What follows belongs to an exercise in optimizing a design on an open flow for a short achievable clock period and few clock cycles; a production flow would make more cautious choices. Where RTL was checked, it was by simulation tests only, not by an equivalence proof against the original. The clock port is modelled as an ideal driver; clocking choices that lean on that would not hold on a real chip. Power and IR drop assume default switching activity.

==> job 3538 <==
## pio_req_unit
module pio_req_unit (
   input  wire logic        clk,
   input  wire logic        rst,
   input  wire logic [3:0]  max_pio,
   input  wire logic        rd_vld,
   input  wire logic        wr_vld,
   input  wire logic [4:0]  req_thr_id,
   input  wire logic [1:0]  req_buf_id,
   input  wire logic [2:0]  req_size,
   input  wire logic [39:0] req_addr,
   input  wire logic [63:0] req_data,
   output logic             req_accepted,
   output logic             csr_wr,
   output logic [15:0]      csr_wr_addr,
   output logic [31:0]      csr_wr_data,
   output logic [15:0]      csr_rd_addr,
   output logic             csr_rd_ack,
   output logic [4:0]       csr_ack_thr,
   output logic [1:0]       csr_ack_buf,
   input  wire logic        pio_pop,
   input  wire logic        rd_done,
   output logic             pio_req,
   output logic             pio_data_vld,
   output logic             pio_out_rw,
   output logic [1:0]       pio_out_dest,
   output logic [15:0]      pio_out_be,
   output logic [63:0]      pio_out_ad,
   output logic [4:0]       pio_out_thr_id,
   output logic [1:0]       pio_out_buf_id
);
clock: 5.0 ns
lec_check: 0
cap_margin: 20
core_margin: 2
core_utilization: 60
gpl_timing_driven: 1
setup_slack_margin: 2.5
slew_margin: 20
synth_hierarchical: 1
tns_end_percent: 100
standard.sh (not shown) runs the stock make flow with config.mk's settings and CLKGATE_MAP_FILE= SYNTH_SCRIPT=/design/flow/synth_recipe.tcl, a recipe that flattens the netlist after the stock synthesis.
==> flow/flow/run.sh <==
#!/bin/bash
# Standard layout with these changes: port buffers made from regular buffers,
# cell sizing free to change a cell's footprint, no delay cells in the repair
# steps (flow/nodly.tcl), and the ports of the request-to-CSR and throttle
# paths placed side by side on the left edge (flow/pins.tcl) before the rest
# are placed.
set -euo pipefail
F=$PWD/flow/nodly.tcl
K=(MATCH_CELL_FOOTPRINT=0 "BUFFER_PORTS_ARGS=-buffer_cell sky130_fd_sc_hd__buf_4"
   PRE_FLOORPLAN_TCL=$F PRE_GLOBAL_PLACE_TCL=$F PRE_RESIZE_TCL=$F
   PRE_DETAIL_PLACE_TCL=$F PRE_REPAIR_TIMING_POST_PLACE_TCL=$F
   PRE_CTS_TCL=$F PRE_GLOBAL_ROUTE_TCL=$F)
bash standard.sh synth > make_synth.log 2>&1
bash standard.sh "${K[@]}" floorplan > make_floorplan.log 2>&1
ODB=orfs/results/sky130hd/pio_req_unit/base/2_floorplan.odb \
   openroad -no_init -exit flow/pins.tcl > pins.log 2>&1
bash standard.sh "${K[@]}" finish > make_finish.log 2>&1
==> flow/flow/nodly.tcl <==
# Keep the repair steps from using delay cells as buffers.
set_dont_use [get_lib_cells {sky130_fd_sc_hd__dlygate* sky130_fd_sc_hd__dlymetal* sky130_fd_sc_hd__clkdlybuf*}]
==> flow/flow/pins.tcl <==
# Place the ports of the short input-to-output paths next to each other on
# the left edge, on met3 tracks two tracks apart, centred on the edge.
read_db $::env(ODB)
set block [ord::get_db_block]
set die [$block getDieArea]
set order {
   req_addr[39] req_addr[24] req_addr[38] req_addr[37] req_addr[36]
   req_addr[35] req_addr[34] req_addr[33] csr_wr csr_rd_ack req_accepted
   rd_vld wr_vld req_addr[32] req_addr[31] req_addr[30] req_addr[29]
   req_addr[28] req_addr[27] req_addr[26] req_addr[25]
   {} {}
   max_pio[0] max_pio[1] pio_req max_pio[2] max_pio[3]
}
# met3 tracks: offset 0.34 um, pitch 0.68 um
set n [llength $order]
set ymid [expr {([$die yMin] + [$die yMax]) / 2000.0}]
set k0 [expr {int(($ymid - $n * 0.68) / 0.68)}]
set i 0
foreach p $order {
   if {$p ne {}} {
      set y [expr {0.34 + ($k0 + 2 * $i) * 0.68}]
      place_pin -pin_name $p -layer met3 -location [list 0.4 $y] -force_to_die_boundary
   }
   incr i
}
foreach p $order {
   if {$p ne {}} {
      set bt [$block findBTerm $p]
      puts "$p [[lindex [$bt getBPins] 0] getPlacementStatus]"
   }
}
write_db $::env(ODB)
==> job 6778: changes against job 3538 <==
--- a/flow/design.v
+++ b/flow/design.v
@@ -263,45 +263,79 @@
       endcase
       lane = lane << c_addr[2:0];
       if (c_size == 3'd4)   be = 16'hffff;
       else if (c_addr[3])   be = {lane, 8'h00};
       else                  be = {8'h00, lane};
    end
    logic [WW-1:0]    mem [0:DEPTH-1];
    logic [DEPTH-1:0] wsel;             
-   logic [DEPTH-1:0] wsel1;            
-   logic [DEPTH-1:0] rsel;             
+   logic [DEPTH-1:0] wsel_nxt;         
    logic [DEPTH:1]   cnt;              
    logic [DEPTH:1]   tot;              
    logic [DEPTH:1]   tot_base, tot_nxt;
    logic             take;
    logic [WW-1:0]    head;
    logic             spec1, spec2;
-   assign wsel1 = {wsel[DEPTH-2:0], wsel[DEPTH-1]};
+   localparam int NG = 5;
+   localparam int GW = (WW + NG - 1) / NG;
+   logic [DEPTH-1:0] we_h [NG];        
+   logic [DEPTH-1:0] we_d [NG];        
+   logic [DEPTH-1:0] rsel_g [NG];
+   logic [WW-1:0]    hdr_w, dat_w;
+   assign wsel_nxt = ~c_q ? wsel :
+                     c_wr ? {wsel[DEPTH-3:0], wsel[DEPTH-1:DEPTH-2]} :
+                            {wsel[DEPTH-2:0], wsel[DEPTH-1]};
+   for (genvar g = 0; g < NG; g++) begin : g_grp
+      logic [2*DEPTH-1:0] we_nxt;
+      logic [DEPTH-1:0]   rsel_nxt_g;
+      pio_g_mux #(.W(2 * DEPTH)) g_we (
+         .s  ((rd_vld | wr_vld) & space),
+         .a1 ({{wsel_nxt[DEPTH-2:0], wsel_nxt[DEPTH-1]} & {DEPTH{wr_vld}}, wsel_nxt}),
+         .a0 ({(2 * DEPTH){1'b0}}),
+         .y  (we_nxt)
+      );
+      pio_g_mux #(.W(DEPTH)) g_rs (
+         .s  (take),
+         .a1 ({rsel_g[g][DEPTH-2:0], rsel_g[g][DEPTH-1]}),
+         .a0 (rsel_g[g]),
+         .y  (rsel_nxt_g)
+      );
+      always_ff @(posedge clk) begin
+         if (rst) begin
+            we_h[g]   <= '0;
+            we_d[g]   <= '0;
+            rsel_g[g] <= {{(DEPTH-1){1'b0}}, 1'b1};
+         end else begin
+            {we_d[g], we_h[g]} <= we_nxt;
+            rsel_g[g] <= rsel_nxt_g;
+         end
+      end
+   end
+   assign hdr_w = {1'b0, c_rd, dest, be, c_thr, c_buf, map};
+   assign dat_w = {1'b1, {(HW-64){1'b0}}, c_data};
+   always_ff @(posedge clk) begin
+      for (int i = 0; i < DEPTH; i++)
+         for (int b = 0; b < WW; b++) begin
+            if (we_h[b / GW][i])
+               mem[i][b] <= hdr_w[b];
+            else if (we_d[b / GW][i])
+               mem[i][b] <= dat_w[b];
+         end
+   end
    always_comb begin
       head = '0;
       for (int i = 0; i < DEPTH; i++)
-         head = head | (mem[i] & {WW{rsel[i]}});
-   end
-   always_ff @(posedge clk) begin
-      for (int i = 0; i < DEPTH; i++) begin
-         if (~c_acc)
-            ;
-         else if (wsel[i])
-            mem[i] <= {1'b0, c_rd, dest, be, c_thr, c_buf, map};
-         else if (wsel1[i])
-            mem[i] <= {1'b1, {(HW-64){1'b0}}, c_data};
-      end
+         for (int b = 0; b < WW; b++)
+            head[b] = head[b] | (mem[i][b] & rsel_g[b / GW][i]);
    end
    assign spec2 = wr_vld & space;
    assign spec1 = rd_vld & space;
    logic [DEPTH:1]   tot_nt, tot_t, cnt_q, cnt_nxt;
    logic             space_nt, space_t, space_nxt;
-   logic [DEPTH-1:0] rsel_nxt;
    always_comb begin
       if (c_acc & c_csr & c_wr)
          tot_base = {2'b00, tot[DEPTH:3]};
       else if (c_acc & c_csr)
          tot_base = {1'b0, tot[DEPTH:2]};
       else
          tot_base = tot;
       if (spec2) begin
@@ -334,33 +368,24 @@
       .y  ({space_nxt, tot_nxt})
    );
    pio_g_mux #(.W(DEPTH)) g_cnt (
       .s  (take),
       .a1 ({1'b0, cnt_q[DEPTH:2]}),
       .a0 (cnt_q),
       .y  (cnt_nxt)
    );
-   pio_g_mux #(.W(DEPTH)) g_rsel (
-      .s  (take),
-      .a1 ({rsel[DEPTH-2:0], rsel[DEPTH-1]}),
-      .a0 (rsel),
-      .y  (rsel_nxt)
-   );
    always_ff @(posedge clk) begin
       if (rst) begin
          wsel  <= {{(DEPTH-1){1'b0}}, 1'b1};
-         rsel  <= {{(DEPTH-1){1'b0}}, 1'b1};
          cnt   <= '0;
          tot   <= '0;
          space <= 1'b1;
       end else begin
-         if (c_q)
-            wsel <= c_wr ? {wsel1[DEPTH-2:0], wsel1[DEPTH-1]} : wsel1;
-         rsel  <= rsel_nxt;
+         wsel  <= wsel_nxt;
          cnt   <= cnt_nxt;
          tot   <= tot_nxt;
          space <= space_nxt;
       end
    end
    logic        o_dat, i_hdr, i_dat, i_rw;
    logic        o_rw;
    logic [1:0]  o_dest;
==> flow/flow/run.sh (replaced) <==
#!/bin/bash
# Standard layout with three changes: port buffers made from regular buffers
# instead of delay cells, cell sizing free to change a cell's footprint, and
# the ports of the request-to-CSR and throttle paths placed side by side on
# the left edge (flow/pins.tcl) before the rest are placed.
set -euo pipefail
K=(MATCH_CELL_FOOTPRINT=0 "BUFFER_PORTS_ARGS=-buffer_cell sky130_fd_sc_hd__buf_4")
bash standard.sh "${K[@]}" floorplan > make_floorplan.log 2>&1
ODB=orfs/results/sky130hd/pio_req_unit/base/2_floorplan.odb \
   openroad -no_init -exit flow/pins.tcl > pins.log 2>&1
bash standard.sh "${K[@]}" finish > make_finish.log 2>&1
Settings changed: GPL_TIMING_DRIVEN 1 to default.
removed: flow/flow/nodly.tcl
==> job 9878: changes against job 3538 <==
--- a/flow/design.v
+++ b/flow/design.v
@@ -263,45 +263,79 @@
       endcase
       lane = lane << c_addr[2:0];
       if (c_size == 3'd4)   be = 16'hffff;
       else if (c_addr[3])   be = {lane, 8'h00};
       else                  be = {8'h00, lane};
    end
    logic [WW-1:0]    mem [0:DEPTH-1];
    logic [DEPTH-1:0] wsel;             
-   logic [DEPTH-1:0] wsel1;            
-   logic [DEPTH-1:0] rsel;             
+   logic [DEPTH-1:0] wsel_nxt;         
    logic [DEPTH:1]   cnt;              
    logic [DEPTH:1]   tot;              
    logic [DEPTH:1]   tot_base, tot_nxt;
    logic             take;
    logic [WW-1:0]    head;
    logic             spec1, spec2;
-   assign wsel1 = {wsel[DEPTH-2:0], wsel[DEPTH-1]};
+   localparam int NG = 5;
+   localparam int GW = (WW + NG - 1) / NG;
+   logic [DEPTH-1:0] we_h [NG];        
+   logic [DEPTH-1:0] we_d [NG];        
+   logic [DEPTH-1:0] rsel_g [NG];
+   logic [WW-1:0]    hdr_w, dat_w;
+   assign wsel_nxt = ~c_q ? wsel :
+                     c_wr ? {wsel[DEPTH-3:0], wsel[DEPTH-1:DEPTH-2]} :
+                            {wsel[DEPTH-2:0], wsel[DEPTH-1]};
+   for (genvar g = 0; g < NG; g++) begin : g_grp
+      logic [2*DEPTH-1:0] we_nxt;
+      logic [DEPTH-1:0]   rsel_nxt_g;
+      pio_g_mux #(.W(2 * DEPTH)) g_we (
+         .s  ((rd_vld | wr_vld) & space),
+         .a1 ({{wsel_nxt[DEPTH-2:0], wsel_nxt[DEPTH-1]} & {DEPTH{wr_vld}}, wsel_nxt}),
+         .a0 ({(2 * DEPTH){1'b0}}),
+         .y  (we_nxt)
+      );
+      pio_g_mux #(.W(DEPTH)) g_rs (
+         .s  (take),
+         .a1 ({rsel_g[g][DEPTH-2:0], rsel_g[g][DEPTH-1]}),
+         .a0 (rsel_g[g]),
+         .y  (rsel_nxt_g)
+      );
+      always_ff @(posedge clk) begin
+         if (rst) begin
+            we_h[g]   <= '0;
+            we_d[g]   <= '0;
+            rsel_g[g] <= {{(DEPTH-1){1'b0}}, 1'b1};
+         end else begin
+            {we_d[g], we_h[g]} <= we_nxt;
+            rsel_g[g] <= rsel_nxt_g;
+         end
+      end
+   end
+   assign hdr_w = {1'b0, c_rd, dest, be, c_thr, c_buf, map};
+   assign dat_w = {1'b1, {(HW-64){1'b0}}, c_data};
+   always_ff @(posedge clk) begin
+      for (int i = 0; i < DEPTH; i++)
+         for (int b = 0; b < WW; b++) begin
+            if (we_h[b / GW][i])
+               mem[i][b] <= hdr_w[b];
+            else if (we_d[b / GW][i])
+               mem[i][b] <= dat_w[b];
+         end
+   end
    always_comb begin
       head = '0;
       for (int i = 0; i < DEPTH; i++)
-         head = head | (mem[i] & {WW{rsel[i]}});
-   end
-   always_ff @(posedge clk) begin
-      for (int i = 0; i < DEPTH; i++) begin
-         if (~c_acc)
-            ;
-         else if (wsel[i])
-            mem[i] <= {1'b0, c_rd, dest, be, c_thr, c_buf, map};
-         else if (wsel1[i])
-            mem[i] <= {1'b1, {(HW-64){1'b0}}, c_data};
-      end
+         for (int b = 0; b < WW; b++)
+            head[b] = head[b] | (mem[i][b] & rsel_g[b / GW][i]);
    end
    assign spec2 = wr_vld & space;
    assign spec1 = rd_vld & space;
    logic [DEPTH:1]   tot_nt, tot_t, cnt_q, cnt_nxt;
    logic             space_nt, space_t, space_nxt;
-   logic [DEPTH-1:0] rsel_nxt;
    always_comb begin
       if (c_acc & c_csr & c_wr)
          tot_base = {2'b00, tot[DEPTH:3]};
       else if (c_acc & c_csr)
          tot_base = {1'b0, tot[DEPTH:2]};
       else
          tot_base = tot;
       if (spec2) begin
@@ -334,33 +368,24 @@
       .y  ({space_nxt, tot_nxt})
    );
    pio_g_mux #(.W(DEPTH)) g_cnt (
       .s  (take),
       .a1 ({1'b0, cnt_q[DEPTH:2]}),
       .a0 (cnt_q),
       .y  (cnt_nxt)
    );
-   pio_g_mux #(.W(DEPTH)) g_rsel (
-      .s  (take),
-      .a1 ({rsel[DEPTH-2:0], rsel[DEPTH-1]}),
-      .a0 (rsel),
-      .y  (rsel_nxt)
-   );
    always_ff @(posedge clk) begin
       if (rst) begin
          wsel  <= {{(DEPTH-1){1'b0}}, 1'b1};
-         rsel  <= {{(DEPTH-1){1'b0}}, 1'b1};
          cnt   <= '0;
          tot   <= '0;
          space <= 1'b1;
       end else begin
-         if (c_q)
-            wsel <= c_wr ? {wsel1[DEPTH-2:0], wsel1[DEPTH-1]} : wsel1;
-         rsel  <= rsel_nxt;
+         wsel  <= wsel_nxt;
          cnt   <= cnt_nxt;
          tot   <= tot_nxt;
          space <= space_nxt;
       end
    end
    logic        o_dat, i_hdr, i_dat, i_rw;
    logic        o_rw;
    logic [1:0]  o_dest;
==> flow/flow/run.sh (replaced) <==
#!/bin/bash
# Standard layout with these changes: port buffers made from regular buffers
# instead of delay cells, cell sizing free to change a cell's footprint, a
# fanout limit for the repair steps (flow/fanout.tcl), and the ports of the
# request-to-CSR and throttle paths placed side by side on the left edge
# (flow/pins.tcl) before the rest are placed.
set -euo pipefail
F=$PWD/flow/fanout.tcl
K=(MATCH_CELL_FOOTPRINT=0 "BUFFER_PORTS_ARGS=-buffer_cell sky130_fd_sc_hd__buf_4"
   PRE_RESIZE_TCL=$F PRE_CTS_TCL=$F PRE_GLOBAL_ROUTE_TCL=$F
   PRE_REPAIR_TIMING_POST_PLACE_TCL=$F)
bash standard.sh "${K[@]}" floorplan > make_floorplan.log 2>&1
ODB=orfs/results/sky130hd/pio_req_unit/base/2_floorplan.odb \
   openroad -no_init -exit flow/pins.tcl > pins.log 2>&1
bash standard.sh "${K[@]}" finish > make_finish.log 2>&1
==> flow/flow/fanout.tcl (new file) <==
# Optimization-only design rule for this stage's repair_design: keep nets to a
# small fanout so that select and enable nets get buffer trees.
set_max_fanout 12 [current_design]
Settings changed: GPL_TIMING_DRIVEN 1 to default.
removed: flow/flow/nodly.tcl
==> notes.md <==
Synthesized area is the same in job 6778 and job 9878. Against job 3538, the sequential share of layout area of job 9878 is lower by 4.9 points. Of job 6778 and job 9878, job 9878 has the higher power (gap about 1.5%, measured against job 9878). Register-to-register slack, highest first: job 6778, job 3538, job 9878.
==> figures <==
| quantity | job 9878 | job 3538 | job 6778 |
|---|---|---|---|
| Status | complete, no violations | complete, no violations | complete, no violations |
| DRT Pass-1 Iters | 6 | 6 | 5 |
| Cell repeated most along the worst path | - | sky130_fd_sc_hd__nand4_1 | sky130_fd_sc_hd__nand4_1 |
| Power dissipated in sequential cells | 0.0164 W | 0.0147 W | 0.0167 W |
| Fraction of area in multi-input gates | 31.98% | 30.81% | 33.70% |
| Register area | 44210 um2 | 40010 um2 | 44230 um2 |
| Area of the multi-input gates | 28030 um2 | 22280 um2 | 27880 um2 |
| First-pass GRT wire length | 360100 um | 299700 um | 315000 um |
| Cell count after placement | 7613 | 5880 | 7077 |
| Register-to-Register Path Depth | 4 | 3 | 5 |
Testbench counts of job 3538, summed over its fixed seeds: cycles 7,368.
For job 6778 and job 9878, only the layout was checked, not whether the RTL still works.

afterwards: timing with drivers on the ports:
No port has a modelled driver above. Below, the same layouts with a new extraction and two added sets of constraints.
Step 1, drivers: a clkbuf_16 drives clk and a buf_2 each remaining input, both assumed.
Step 2, shift: input delay + t, output delay - t, t = (earliest + latest rising clock arrival at the registers) / 2. This alone moves slack from input paths to output paths.
Three values: ideal, step 1, step 2; two values: the first two.
run | t, ns | setup WS [ns] | clock arrival spread, ns | worst slew at a driven data input, ns
job 3538 | 0.839 | 2.285 / 2.216 / 2.006 | 0.023 / 0.022 | 0.09
job 6778 | 0.873 | 2.142 / 2.067 / 1.890 | 0.023 / 0.023 | 0.28
job 9878 | 0.876 | 2.089 / 2.005 / 1.633 | 0.029 / 0.030 | 0.30
After both steps every run listed still meets setup and hold. The setup slack of job 9878, which loses most, moves by -0.084 ns with the drivers and by -0.456 ns with both steps.
